Source: an optimization exercise on an open RTL-to-GDS flow (aim: small area, a short achievable clock period and few clock cycles per item). Production flows keep margins and buffers that such runs may drop. Function was checked by simulation only, so behaviour that the tests miss may differ from the original.

==> inputs of run Z <==
## face_transform
module face_transform
(
  input  logic                   clk,
  input  logic                   rst_n,
  input  logic                   in_valid,
  output logic                   in_ready,
  input  logic [Primitives::FACES_BITS-1:0]  in_face,
  input  logic [Primitives::MATRIX_BITS-1:0] in_matrix,
  output logic                   out_valid,
  input  logic                   out_ready,
  output logic [Primitives::FACES_BITS-1:0]  out_face,
  output logic [15:0]            face_count
);
  logic        en;
  logic        vld1, vld2;
  logic        ovld, kvld;
  logic        rdy_q;
  logic        push, o_free;
  logic [Primitives::FACES_BITS-1:0]  face_q;
  logic [11:0] color2;
  logic [Primitives::FACES_BITS-1:0]  res_face;
  logic [Primitives::FACES_BITS-1:0]  out_q;
  logic [Primitives::FACES_BITS-1:0]  skid_q;
  assign en        = !kvld;
  assign in_ready  = rdy_q;
  assign push      = vld2 && en;
  assign o_free    = !ovld || out_ready;
  assign out_valid = ovld;
  assign out_face  = out_q;
  always_ff @(posedge clk or negedge rst_n) begin
    if (!rst_n) begin
      vld1       <= 1'b0;
      vld2       <= 1'b0;
      ovld       <= 1'b0;
      kvld       <= 1'b0;
      face_count <= 16'd0;
    end else begin
      if (en) begin
        vld1 <= in_valid;
        vld2 <= vld1;
      end
      if (o_free) begin
        ovld <= kvld || push;
        kvld <= 1'b0;
      end else if (push) begin
        kvld <= 1'b1;
      end
      if (ovld && out_ready) face_count <= face_count + 16'd1;
    end
  end
  always_ff @(posedge clk or negedge rst_n) begin
    if (!rst_n)      rdy_q <= 1'b1;
    else if (o_free) rdy_q <= 1'b1;
    else if (push)   rdy_q <= 1'b0;
  end
  always_ff @(posedge clk) begin
    if (en) begin
      face_q <= in_face;
      color2 <= face_q[11:0];
    end
    if (o_free) out_q <= kvld ? skid_q : res_face;
    if (!o_free && !kvld) skid_q <= res_face;
  end
  logic [15:0] e  [12];
  ...
Settings: LEC_CHECK=0, CAP_MARGIN=20, CORE_MARGIN=2, CORE_UTILIZATION=56, SLEW_MARGIN=20, SYNTH_HIERARCHICAL=1, SYNTH_MINIMUM_KEEP_SIZE=0; clock period 13.5 ns.
standard.sh (not shown) runs the stock make flow with config.mk's settings and CLKGATE_MAP_FILE= SYNTH_SCRIPT=/design/flow/synth_recipe.tcl, a recipe that flattens the netlist after the stock synthesis.
==> flow/flow/run.sh <==
#!/bin/bash
set -euo pipefail
MARGIN=${MARGIN:-9.0}
bash standard.sh synth > synth.log 2>&1
bash standard.sh SETUP_SLACK_MARGIN=$MARGIN "BUFFER_PORTS_ARGS=-buffer_cell sky130_fd_sc_hd__buf_2" finish > layout.log 2>&1
==> run K: changes against run Z <==
--- a/flow/design.v
+++ b/flow/design.v
@@ -1201,52 +1201,52 @@
   FullAdd u_s427 (.a(pp276), .b(c414), .c(s415), .s(s427), .co(c428));
   FullAdd u_s429 (.a(c416), .b(s409), .c(s417), .s(s429), .co(c430));
   FullAdd u_s431 (.a(s411), .b(c418), .c(s419), .s(s431), .co(c432));
   assign {lc2, lsum2} = {1'b0, s431, s429, s427, s425, s423, neg2[1], pp242, pp241} + {1'b0, c430, c428, c426, c424, c422, s421, 1'b0, neg2[0]};
   FullAdd u_s433 (.a(pp9), .b(pp24), .c(pp39), .s(s433), .co(c434));
   FullAdd u_s435 (.a(pp54), .b(pp69), .c(neg0[4]), .s(s435), .co(c436));
-  FullAdd u_s437 (.a(pp129), .b(pp144), .c(pp159), .s(s437), .co(c438));
-  FullAdd u_s439 (.a(pp174), .b(pp189), .c(neg1[4]), .s(s439), .co(c440));
-  FullAdd u_s441 (.a(pp249), .b(pp264), .c(pp279), .s(s441), .co(c442));
-  FullAdd u_s443 (.a(pp294), .b(pp309), .c(neg2[4]), .s(s443), .co(c444));
-  FullAdd u_s445 (.a(c364), .b(c388), .c(c412), .s(s445), .co(c446));
-  FullAdd u_s447 (.a(s433), .b(s435), .c(s437), .s(s447), .co(c448));
-  FullAdd u_s449 (.a(s439), .b(s441), .c(s443), .s(s449), .co(c450));
-  FullAdd u_s451 (.a(c372), .b(c396), .c(c420), .s(s451), .co(c452));
-  FullAdd u_s453 (.a(s445), .b(s447), .c(s449), .s(s453), .co(c454));
-  FullAdd u_s455 (.a(c384), .b(c408), .c(c432), .s(s455), .co(c456));
-  FullAdd u_s457 (.a(s451), .b(n[0]), .c(n[1]), .s(s457), .co(c458));
-  FullAdd u_s459 (.a(n[2]), .b(s453), .c(s455), .s(s459), .co(c460));
+  FullAdd u_s437 (.a(n[0]), .b(pp129), .c(pp144), .s(s437), .co(c438));
+  FullAdd u_s439 (.a(pp159), .b(pp174), .c(pp189), .s(s439), .co(c440));
+  FullAdd u_s441 (.a(neg1[4]), .b(n[1]), .c(pp249), .s(s441), .co(c442));
+  FullAdd u_s443 (.a(pp264), .b(pp279), .c(pp294), .s(s443), .co(c444));
+  FullAdd u_s445 (.a(pp309), .b(neg2[4]), .c(n[2]), .s(s445), .co(c446));
+  FullAdd u_s447 (.a(c364), .b(c388), .c(c412), .s(s447), .co(c448));
+  FullAdd u_s449 (.a(s433), .b(s435), .c(s437), .s(s449), .co(c450));
+  FullAdd u_s451 (.a(s439), .b(s441), .c(s443), .s(s451), .co(c452));
+  FullAdd u_s453 (.a(s445), .b(c372), .c(c396), .s(s453), .co(c454));
+  FullAdd u_s455 (.a(c420), .b(s447), .c(s449), .s(s455), .co(c456));
+  FullAdd u_s457 (.a(s451), .b(c384), .c(c408), .s(s457), .co(c458));
+  FullAdd u_s459 (.a(c432), .b(s453), .c(s455), .s(s459), .co(c460));
   FullAdd u_s461 (.a(pp10), .b(pp25), .c(pp40), .s(s461), .co(c462));
   FullAdd u_s463 (.a(pp55), .b(pp70), .c(pp130), .s(s463), .co(c464));
   FullAdd u_s465 (.a(pp145), .b(pp160), .c(pp175), .s(s465), .co(c466));
   FullAdd u_s467 (.a(pp190), .b(pp250), .c(pp265), .s(s467), .co(c468));
   FullAdd u_s469 (.a(pp280), .b(pp295), .c(pp310), .s(s469), .co(c470));
   FullAdd u_s471 (.a(c434), .b(c436), .c(c438), .s(s471), .co(c472));
   FullAdd u_s473 (.a(c440), .b(c442), .c(c444), .s(s473), .co(c474));
-  FullAdd u_s475 (.a(s461), .b(s463), .c(s465), .s(s475), .co(c476));
-  FullAdd u_s477 (.a(s467), .b(s469), .c(c446), .s(s477), .co(c478));
-  FullAdd u_s479 (.a(c448), .b(c450), .c(s471), .s(s479), .co(c480));
-  FullAdd u_s481 (.a(s473), .b(c452), .c(s475), .s(s481), .co(c482));
-  FullAdd u_s483 (.a(s477), .b(c454), .c(s479), .s(s483), .co(c484));
-  FullAdd u_s485 (.a(c456), .b(s481), .c(c458), .s(s485), .co(c486));
+  FullAdd u_s475 (.a(c446), .b(s461), .c(s463), .s(s475), .co(c476));
+  FullAdd u_s477 (.a(s465), .b(s467), .c(s469), .s(s477), .co(c478));
+  FullAdd u_s479 (.a(c448), .b(c450), .c(c452), .s(s479), .co(c480));
+  FullAdd u_s481 (.a(s471), .b(s473), .c(c454), .s(s481), .co(c482));
+  FullAdd u_s483 (.a(s475), .b(s477), .c(c456), .s(s483), .co(c484));
+  FullAdd u_s485 (.a(s479), .b(c458), .c(s481), .s(s485), .co(c486));
   FullAdd u_s487 (.a(pp11), .b(pp26), .c(pp41), .s(s487), .co(c488));
   FullAdd u_s489 (.a(pp56), .b(pp71), .c(pp85), .s(s489), .co(c490));
   FullAdd u_s491 (.a(neg0[5]), .b(pp131), .c(pp146), .s(s491), .co(c492));
   FullAdd u_s493 (.a(pp161), .b(pp176), .c(pp191), .s(s493), .co(c494));
   FullAdd u_s495 (.a(pp205), .b(neg1[5]), .c(pp251), .s(s495), .co(c496));
   FullAdd u_s497 (.a(pp266), .b(pp281), .c(pp296), .s(s497), .co(c498));
   FullAdd u_s499 (.a(pp311), .b(pp325), .c(neg2[5]), .s(s499), .co(c500));
   FullAdd u_s501 (.a(c462), .b(c464), .c(c466), .s(s501), .co(c502));
   FullAdd u_s503 (.a(c468), .b(c470), .c(s487), .s(s503), .co(c504));
   FullAdd u_s505 (.a(s489), .b(s491), .c(s493), .s(s505), .co(c506));
   FullAdd u_s507 (.a(s495), .b(s497), .c(s499), .s(s507), .co(c508));
   FullAdd u_s509 (.a(c472), .b(c474), .c(c476), .s(s509), .co(c510));
-  FullAdd u_s511 (.a(s501), .b(s503), .c(c478), .s(s511), .co(c512));
+  FullAdd u_s511 (.a(c478), .b(s501), .c(s503), .s(s511), .co(c512));
   FullAdd u_s513 (.a(s505), .b(s507), .c(c480), .s(s513), .co(c514));
-  FullAdd u_s515 (.a(s509), .b(c482), .c(s511), .s(s515), .co(c516));
+  FullAdd u_s515 (.a(c482), .b(s509), .c(s511), .s(s515), .co(c516));
   FullAdd u_s517 (.a(pp12), .b(pp27), .c(pp42), .s(s517), .co(c518));
   FullAdd u_s519 (.a(pp57), .b(pp72), .c(pp86), .s(s519), .co(c520));
   FullAdd u_s521 (.a(pp132), .b(pp147), .c(pp162), .s(s521), .co(c522));
   FullAdd u_s523 (.a(pp177), .b(pp192), .c(pp206), .s(s523), .co(c524));
   FullAdd u_s525 (.a(pp252), .b(pp267), .c(pp282), .s(s525), .co(c526));
   FullAdd u_s527 (.a(pp297), .b(pp312), .c(pp326), .s(s527), .co(c528));
@@ -1254,13 +1254,13 @@
   FullAdd u_s531 (.a(c494), .b(c496), .c(c498), .s(s531), .co(c532));
   FullAdd u_s533 (.a(c500), .b(s517), .c(s519), .s(s533), .co(c534));
   FullAdd u_s535 (.a(s521), .b(s523), .c(s525), .s(s535), .co(c536));
   FullAdd u_s537 (.a(s527), .b(c502), .c(c504), .s(s537), .co(c538));
   FullAdd u_s539 (.a(c506), .b(c508), .c(s529), .s(s539), .co(c540));
   FullAdd u_s541 (.a(s531), .b(s533), .c(s535), .s(s541), .co(c542));
-  FullAdd u_s543 (.a(c510), .b(s537), .c(c512), .s(s543), .co(c544));
+  FullAdd u_s543 (.a(c510), .b(c512), .c(s537), .s(s543), .co(c544));
   FullAdd u_s545 (.a(s539), .b(s541), .c(c514), .s(s545), .co(c546));
   FullAdd u_s547 (.a(pp13), .b(pp28), .c(pp43), .s(s547), .co(c548));
   FullAdd u_s549 (.a(pp58), .b(pp73), .c(pp87), .s(s549), .co(c550));
   FullAdd u_s551 (.a(pp99), .b(neg0[6]), .c(pp133), .s(s551), .co(c552));
   FullAdd u_s553 (.a(pp148), .b(pp163), .c(pp178), .s(s553), .co(c554));
   FullAdd u_s555 (.a(pp193), .b(pp207), .c(pp219), .s(s555), .co(c556));
@@ -1454,17 +1454,17 @@
   FullAdd u_s931 (.a(c906), .b(c908), .c(s927), .s(s931), .co(c932));
   assign mid_d[0] = s457;
   assign mid_d[1] = lc0;
   assign mid_d[2] = lc1;
   assign mid_d[3] = lc2;
   assign mid_d[4] = s459;
-  assign mid_d[5] = s483;
-  assign mid_d[6] = c460;
+  assign mid_d[5] = c460;
+  assign mid_d[6] = s483;
   assign mid_d[7] = s485;
-  assign mid_d[8] = s513;
-  assign mid_d[9] = c484;
+  assign mid_d[8] = c484;
+  assign mid_d[9] = s513;
   assign mid_d[10] = c486;
   assign mid_d[11] = s515;
   assign mid_d[12] = c516;
   assign mid_d[13] = s543;
   assign mid_d[14] = s545;
   assign mid_d[15] = s575;
@@ -1719,13 +1719,12 @@
   logic [7:0] one_d [3][3];
   logic [7:0] two_d [3][3];
   logic [7:0] neg_d [3][3];
   logic [7:0] one [3][3];
   logic [7:0] two [3][3];
   logic [7:0] neg [3][3];
-  logic [15:0] m  [3][3];
   logic [8:0]  zq [3][3];
   for (genvar c = 0; c < 3; c++) begin : g_bc
     for (genvar k = 0; k < 3; k++) begin : g_bk
       logic [16:0] qx;
       assign qx = {mi[c][k], 1'b0};
       for (genvar j = 0; j < 8; j++) begin : g_bj
@@ -1738,44 +1737,42 @@
         if (en) begin
           one[c][k] <= one_d[c][k];
           two[c][k] <= two_d[c][k];
           neg[c][k] <= neg_d[c][k];
         end
       end
-      for (genvar j = 0; j < 8; j++) begin : g_mb
-        assign m[c][k][2*j+1] = neg[c][k][j];
-        if (j == 0) begin : g_m0
-          assign m[c][k][0] = one[c][k][0];
-        end else begin : g_mj
-          assign m[c][k][2*j] = one[c][k][j] ^ neg[c][k][j-1];
-        end
-      end
       assign zq[c][k][0] = 1'b1;
       for (genvar t = 1; t < 9; t++) begin : g_z
-        assign zq[c][k][t] = zq[c][k][t-1] & ~m[c][k][t-1];
+        assign zq[c][k][t] = zq[c][k][t-1] & ~mi[c][k][t-1];
       end
     end
   end
-  logic [8:0] zp [12];
+  logic [15:0] ei [12];
+  logic [8:0]  zp [12];
   for (genvar k = 0; k < 12; k++) begin : g_zp
+    assign ei[k] = in_face[203 - 16*k -: 16];
     assign zp[k][0] = 1'b1;
     for (genvar t = 1; t < 9; t++) begin : g_z
-      assign zp[k][t] = zp[k][t-1] & ~e[k][t-1];
+      assign zp[k][t] = zp[k][t-1] & ~ei[k][t-1];
     end
   end
   logic [2:0]  nb  [4][3];
   logic [15:0] res [4][3];
   for (genvar el = 0; el < 4; el++) begin : g_el
     for (genvar c = 0; c < 3; c++) begin : g_col
       for (genvar k = 0; k < 3; k++) begin : g_k
         logic lowzero;
+        logic n_q;
         always_comb begin
           lowzero = 1'b0;
           for (int t = 0; t < 9; t++) lowzero = lowzero | (zp[3*el+k][t] & zq[c][k][8-t]);
         end
-        assign nb[el][c][k] = (e[3*el+k][15] ^ m[c][k][15]) & ~lowzero;
+        always_ff @(posedge clk) begin
+          if (en) n_q <= (ei[3*el+k][15] ^ mi[c][k][15]) & ~lowzero;
+        end
+        assign nb[el][c][k] = n_q;
       end
       DotProduct u_dot (
         .clk (clk), .en (en),
         .p0 (e[3*el]), .p1 (e[3*el+1]), .p2 (e[3*el+2]),
         .one0 (one[c][0]), .two0 (two[c][0]), .neg0 (neg[c][0]),
         .one1 (one[c][1]), .two1 (two[c][1]), .neg1 (neg[c][1]),
CORE_UTILIZATION = 50   (was 56)
==> notes <==
Of run Z and run K, run K has the higher via count (gap about 1.3%, measured against run K).
Against run K, the clock skew of run Z is lower by 0.029 ns.
Of run Z and run K, run K has the higher synthesized cell count (gap 0.37%, measured against run K).
Of run K and run Z, run Z has the higher global-route usage (gap 3.2 points).
Run K completed without violations. Run Z passed the timing, DRC and antenna checks.
In run Z the register-to-register slack is better than in run K, by 0.05 ns.
Testbench counts of run Z, summed over its fixed seeds: cycles 1,304, items 1,280.
Testbench counts of run K, summed over its fixed seeds: cycles 1,304, items 1,280.

re-timing with driven ports:
No port has a modelled driver above. Below, the same layouts with a new extraction and two added sets of constraints.
Step 1: set_driving_cell puts a clkbuf_16 on clk and a buf_2 on each other input, an assumption about the parent block.
Step 2, shift: input delay + t, output delay - t, t = (earliest + latest rising clock arrival at the registers) / 2. This alone moves slack from input paths to output paths.
Three values: ideal ports, drivers, drivers and shift; two values: the first two.
| run | shift t [ns] | slack for setup (ns) | hold WS [ns] | clock arrival spread, ns | worst data-port slew with drivers (ns) |
|---|---|---|---|---|---|
| run Z | 1.083 | 8.902 / 8.902 / 8.212 | 0.381 / 0.381 / 0.381 | 0.087 / 0.087 | 0.15 |
| run K | 1.117 | 8.852 / 8.852 / 8.180 | 0.417 / 0.417 / 0.417 | 0.114 / 0.114 | 0.35 |
After both steps every run listed still meets setup and hold. For run Z, which loses most, drivers alone change the setup slack by 0.000 ns; drivers and shift together by -0.690 ns.
